This is an optimization exercise on Yosys and OpenROAD, whose aim is small area and a short achievable clock period, not a production implementation.
RTL that was checked went through simulation tests only; none was proved equivalent to the original.

==> inputs of yarrow <==
==> flow/design.v <==
package coproc_pkg;
  parameter int operand_w   = 16;    
  parameter int word_w      = 32;    
  parameter int mult_stages = 3;     
  parameter int cold_pulse_ext  = 6;
  parameter int warm_pulse_ext  = 2;
  parameter int debug_pulse_ext = 32;
  parameter int uptime_w = 32;    
  parameter int led_w    = 10;    
  typedef enum logic {
    pulse_idle   = 1'b0,
    pulse_active = 1'b1    
  } pulse_state_t;
endpackage
import coproc_pkg::*;
module pulse_timer #(
  parameter int pulse_ext = cold_pulse_ext    
) (
  input  logic CLOCK_50,
  input  logic hps_fpga_reset_n,
  input  logic load,       
  output logic expired     
);
  localparam int cnt_w = (pulse_ext > 1) ? $clog2(pulse_ext) : 1;
  localparam logic [cnt_w-1:0] load_val = cnt_w'(pulse_ext - 1);
  logic [cnt_w-1:0] cnt_q;
  always_ff @(posedge CLOCK_50 or negedge hps_fpga_reset_n) begin
    if (!hps_fpga_reset_n) begin
      cnt_q <= '0;
    end else if (load) begin
      cnt_q <= load_val;                
    end else if (cnt_q != '0) begin
      cnt_q <= cnt_q - 1'b1;            
    end
  end
  assign expired = (cnt_q == '0) && !load;
endmodule
import coproc_pkg::*;
module reset_req_fsm #(
  parameter int pulse_ext = cold_pulse_ext    
) (
  input  logic CLOCK_50,
  input  logic hps_fpga_reset_n,
  input  logic req,       
  output logic pulse      
);
  logic         req_q;       
  logic         req_prev;    
  logic         rise;
  logic         load;        
  logic         expired;     
  coproc_pkg::pulse_state_t state_q;
  coproc_pkg::pulse_state_t state_d;
  always_ff @(posedge CLOCK_50 or negedge hps_fpga_reset_n) begin
    if (!hps_fpga_reset_n) begin
      req_q    <= 1'b0;
      req_prev <= 1'b0;
    end else begin
      req_q    <= req;        
      req_prev <= req_q;
    end
  end
  assign rise = req_q && !req_prev;    
  always_comb begin
    state_d = state_q;
    case (state_q)
      pulse_idle: begin
        if (rise) state_d = pulse_active;
      end
      pulse_active: begin
        if (expired) state_d = pulse_idle;
      end
      default: state_d = pulse_idle;
    endcase
  end
  always_ff @(posedge CLOCK_50 or negedge hps_fpga_reset_n) begin
    if (!hps_fpga_reset_n) begin
      state_q <= pulse_idle;
    end else begin
      state_q <= state_d;
    end
  end
  assign load  = (state_q == pulse_idle) && rise;
  assign pulse = (state_q == pulse_active);
  pulse_timer #(
    .pulse_ext (pulse_ext)
  ) timer_inst (
    .CLOCK_50         (CLOCK_50),
    .hps_fpga_reset_n (hps_fpga_reset_n),
    .load             (load),
    .expired          (expired)
  );
endmodule
import coproc_pkg::*;
module mult_pipe #(
  parameter int stages = mult_stages    
) (
  input  logic              CLOCK_50,
  input  logic              hps_fpga_reset_n,
  input  logic [word_w-1:0] in_readdata,
  input  logic              in_waitrequest,
  output logic              in_read,
  output logic [word_w-1:0] out_writedata,
  output logic              out_write,
  input  logic              out_waitrequest
);
  logic [operand_w-1:0] op_a;
  logic [operand_w-1:0] op_b;
  logic [word_w-1:0]    prod_d;            
  logic                 stall;
  logic [word_w-1:0]    prod_q [stages];   
  logic [stages-1:0]    vld_q;             
  assign op_a = in_readdata[operand_w-1:0];         
  assign op_b = in_readdata[word_w-1:operand_w];    
  assign prod_d = op_a * op_b;
  assign stall = out_waitrequest;
  assign in_read = !in_waitrequest && !stall;
  always_ff @(posedge CLOCK_50 or negedge hps_fpga_reset_n) begin
    if (!hps_fpga_reset_n) begin
      vld_q <= '0;
    end else if (!stall) begin
      vld_q[0] <= in_read;    
      for (int i = 1; i < stages; i++) begin
        vld_q[i] <= vld_q[i-1];
      end
    end
  end
  always_ff @(posedge CLOCK_50) begin
    if (!stall) begin
      if (in_read) begin
        prod_q[0] <= prod_d;    
      end
      for (int i = 1; i < stages; i++) begin
        prod_q[i] <= prod_q[i-1];
      end
    end
  end
  assign out_write     = vld_q[stages-1];
  assign out_writedata = prod_q[stages-1];
endmodule
import coproc_pkg::*;
module coproc_top (
  input  logic                CLOCK_50,
  input  logic                hps_fpga_reset_n,
  input  logic [word_w-1:0]   in_readdata,
  input  logic                in_waitrequest,
  output logic                in_read,
  output logic [word_w-1:0]   out_writedata,
  output logic                out_write,
  input  logic                out_waitrequest,
  input  logic [2:0]          reset_req,
  output logic                cold_reset,
  output logic                warm_reset,
  output logic                debug_reset,
  output logic [uptime_w-1:0] status_count,
  output logic [led_w-1:0]    ledr
);
  logic [uptime_w-1:0] uptime_q;    
  mult_pipe #(
    .stages (mult_stages)
  ) mult_inst (
    .CLOCK_50         (CLOCK_50),
    .hps_fpga_reset_n (hps_fpga_reset_n),
    .in_readdata      (in_readdata),
    .in_waitrequest   (in_waitrequest),
    .in_read          (in_read),
    .out_writedata    (out_writedata),
    .out_write        (out_write),
    .out_waitrequest  (out_waitrequest)
  );
  reset_req_fsm #(
    .pulse_ext (cold_pulse_ext)
  ) cold_req_inst (
    .CLOCK_50         (CLOCK_50),
    .hps_fpga_reset_n (hps_fpga_reset_n),
    .req              (reset_req[0]),
    .pulse            (cold_reset)
  );
  reset_req_fsm #(
    .pulse_ext (warm_pulse_ext)
  ) warm_req_inst (
    .CLOCK_50         (CLOCK_50),
    .hps_fpga_reset_n (hps_fpga_reset_n),
    .req              (reset_req[1]),
    .pulse            (warm_reset)
  );
  reset_req_fsm #(
    .pulse_ext (debug_pulse_ext)
  ) debug_req_inst (
    .CLOCK_50         (CLOCK_50),
    .hps_fpga_reset_n (hps_fpga_reset_n),
    .req              (reset_req[2]),
    .pulse            (debug_reset)
  );
  always_ff @(posedge CLOCK_50 or negedge hps_fpga_reset_n) begin
    if (!hps_fpga_reset_n) begin
      uptime_q <= '0;
    end else begin
      uptime_q <= uptime_q + 1'b1;    
    end
  end
  assign status_count = uptime_q;                        
  assign ledr         = uptime_q[uptime_w-1 -: led_w];   
endmodule
==> flow/run.sh <==
#!/bin/bash
# synth_recipe.tcl (not shown) runs the flow's synth.tcl, then flattens the netlist and writes it again
# the make line also repeats each setting of config.mk as NAME=value (left out here)
make -C /OpenROAD-flow-scripts/flow DESIGN_CONFIG=/design/flow/config.mk WORK_HOME=/design/flow/orfs CLKGATE_MAP_FILE= SYNTH_SCRIPT=/design/flow/synth_recipe.tcl finish
==> flow/config.mk <==
export PLATFORM = sky130hd
export DESIGN_NAME = coproc_top
export DESIGN_NICKNAME = coproc_top
export VERILOG_FILES = /design/flow/design.v
export SDC_FILE = /design/flow/constraint.sdc
export NUM_CORES = 4
export LEC_CHECK = 0
export CAP_MARGIN = 20
export CORE_MARGIN = 2
export CORE_UTILIZATION = 40
export SLEW_MARGIN = 20
==> flow/constraint.sdc <==
create_clock -name core_clock -period 6.8 [get_ports {CLOCK_50}]
set_input_delay 1.3600 -clock core_clock [delete_from_list [all_inputs] [get_ports {CLOCK_50}]]
set_output_delay 1.3600 -clock core_clock [all_outputs]
set_load 0.01 [all_outputs]
==> inputs of quartz, as changes to yarrow <==
--- a/flow/design.v
+++ b/flow/design.v
@@ -106,12 +106,8 @@
 );
-  logic [operand_w-1:0] op_a;
-  logic [operand_w-1:0] op_b;
-  logic [word_w-1:0]    prod_d;            
   logic                 stall;
-  logic [word_w-1:0]    prod_q [stages];   
   logic [stages-1:0]    vld_q;             
-  assign op_a = in_readdata[operand_w-1:0];         
-  assign op_b = in_readdata[word_w-1:operand_w];    
-  assign prod_d = op_a * op_b;
-  assign stall = out_waitrequest;
+  logic [word_w-1:0]    op_q;              
+  logic [word_w-1:0]    p1_q;              
+  logic [word_w-1:0]    p2_q;              
+  assign stall   = out_waitrequest;
   assign in_read = !in_waitrequest && !stall;
@@ -121,6 +117,3 @@
     end else if (!stall) begin
-      vld_q[0] <= in_read;    
-      for (int i = 1; i < stages; i++) begin
-        vld_q[i] <= vld_q[i-1];
-      end
+      vld_q <= {vld_q[stages-2:0], in_read};
     end
@@ -129,8 +122,5 @@
     if (!stall) begin
-      if (in_read) begin
-        prod_q[0] <= prod_d;    
-      end
-      for (int i = 1; i < stages; i++) begin
-        prod_q[i] <= prod_q[i-1];
-      end
+      op_q <= in_readdata;
+      p1_q <= op_q[operand_w-1:0] * op_q[word_w-1:operand_w];
+      p2_q <= p1_q;
     end
@@ -138,3 +128,3 @@
   assign out_write     = vld_q[stages-1];
-  assign out_writedata = prod_q[stages-1];
+  assign out_writedata = p2_q;
 endmodule
==> summary of the runs <==
Non-clock buffer count: yarrow is higher than quartz (162). yarrow finished with timing, DRC and antenna clean. quartz passed the timing, design-rule and antenna checks. Hold slack is about the same in yarrow and quartz.
The RTL of quartz was laid out without a check of its function.

========
==> inputs of job 7146 <==
coproc_top, a different RTL version from the one above (not shown whole).
export LEC_CHECK = 0
export CAP_MARGIN = 20
export CORE_MARGIN = 2
export CORE_UTILIZATION = 60
export CTS_CLUSTER_DIAMETER = 150
export CTS_CLUSTER_SIZE = 30
export SETUP_SLACK_MARGIN = 3.74
export SLEW_MARGIN = 20
export SYNTH_HIERARCHICAL = 1
export TNS_END_PERCENT = 5
create_clock -name core_clock -period 6.8 [get_ports {CLOCK_50}]
standard.sh (not shown) runs the stock make flow with config.mk's settings and CLKGATE_MAP_FILE= SYNTH_SCRIPT=/design/flow/synth_recipe.tcl, a recipe that flattens the netlist after the stock synthesis.
==> flow/flow/run.sh <==
#!/bin/bash
# Layout flow: the standard ORFS flow, with two changes:
# - the port buffers that the placement step inserts are made from
#   sky130_fd_sc_hd__buf_1, which the timing repair may then resize, instead of
#   the delay-cell buffer the resizer picks;
# - the pins of the one combinational port-to-port path (in_waitrequest,
#   out_waitrequest -> in_read) are placed next to each other.
set -euo pipefail
bash standard.sh "BUFFER_PORTS_ARGS=-buffer_cell sky130_fd_sc_hd__buf_1" \
  "PLACE_PINS_ARGS=-group_pins {in_waitrequest out_waitrequest in_read}" \
  finish > orfs_make.log 2>&1
==> job 8302 (differences from job 7146) <==
==> flow/flow/run.sh (replaced) <==
#!/bin/bash
# Layout flow: the standard ORFS flow, with the port buffers that the
# placement step inserts made from sky130_fd_sc_hd__buf_1, which the timing
# repair may then resize, instead of the delay-cell buffer the resizer picks;
# and with ORFS's power recovery after global routing, which downsizes gates
# on paths that keep positive slack.
set -euo pipefail
bash standard.sh "BUFFER_PORTS_ARGS=-buffer_cell sky130_fd_sc_hd__buf_1" RECOVER_POWER=100 finish > orfs_make.log 2>&1
--- a/flow/config.mk
+++ b/flow/config.mk
@@ -8,9 +8,8 @@
 export CAP_MARGIN = 20
 export CORE_MARGIN = 2
-export CORE_UTILIZATION = 60
+export CORE_UTILIZATION = 65
 export CTS_CLUSTER_DIAMETER = 150
 export CTS_CLUSTER_SIZE = 30
-export SETUP_SLACK_MARGIN = 3.74
+export SETUP_SLACK_MARGIN = 3.7
 export SLEW_MARGIN = 20
 export SYNTH_HIERARCHICAL = 1
-export TNS_END_PERCENT = 5
==> impl_metrics.tcl <==
set metrics [dict create \
    hpwl_um 17600 \
    tightest_slew_ns 1.05 \
    status "timing/DRC/antenna clean" \
    vias 7964 \
    crit_arrival_ns 3.43 \
    die_area_um2 23400 \
    crit_start "mult_inst.s1_q[51]" \
]
[end of results for job 7146]
==> impl_metrics.tcl <==
set metrics [dict create \
    port_buffers 117 \
    finalMaxSlewViolations 111 \
    vias 8193 \
    cap_violations 2 \
    violatedChecks "capacitance limit, slew limit" \
    crit_start "out_waitrequest" \
    status "failed layout checks" \
]
[end of results for job 8302]

[re-timing with driven ports]
No port has a modelled driver above. Below, the same layouts with a new extraction and two added sets of constraints. Step 1 assumes that a clkbuf_16 drives the clock port and a buf_2 every other input. Step 2 moves the port delays by t, midway between the first and last clock arrival at a register: inputs arrive t later, outputs are due t later. That takes back most of the time a late clock gives input paths. Three values: ideal ports, drivers, drivers and shift; two values: the first two.
| run | t, ns | setup WS [ns] | worst data-port slew with drivers (ns) | pins driven straight from the clock port |
|---|---|---|---|---|
| yarrow | 0.450 | 0.202 / 0.199 / -0.251 | 0.05 | 1 |
| quartz | 0.496 | 0.365 / 0.365 / 0.365 | 0.06 | 1 |
| job 7146 | 0.515 | 3.722 / 3.720 / 3.720 | 0.04 | 1 |
| job 8302 | 0.516 | 2.357 / 2.384 / 1.868 | 0.03 | 1 |
With both steps, setup timing fails in yarrow, where it was met with ideal ports. The setup slack of job 8302, which loses most, moves by +0.027 ns with the drivers and by -0.489 ns with both steps.
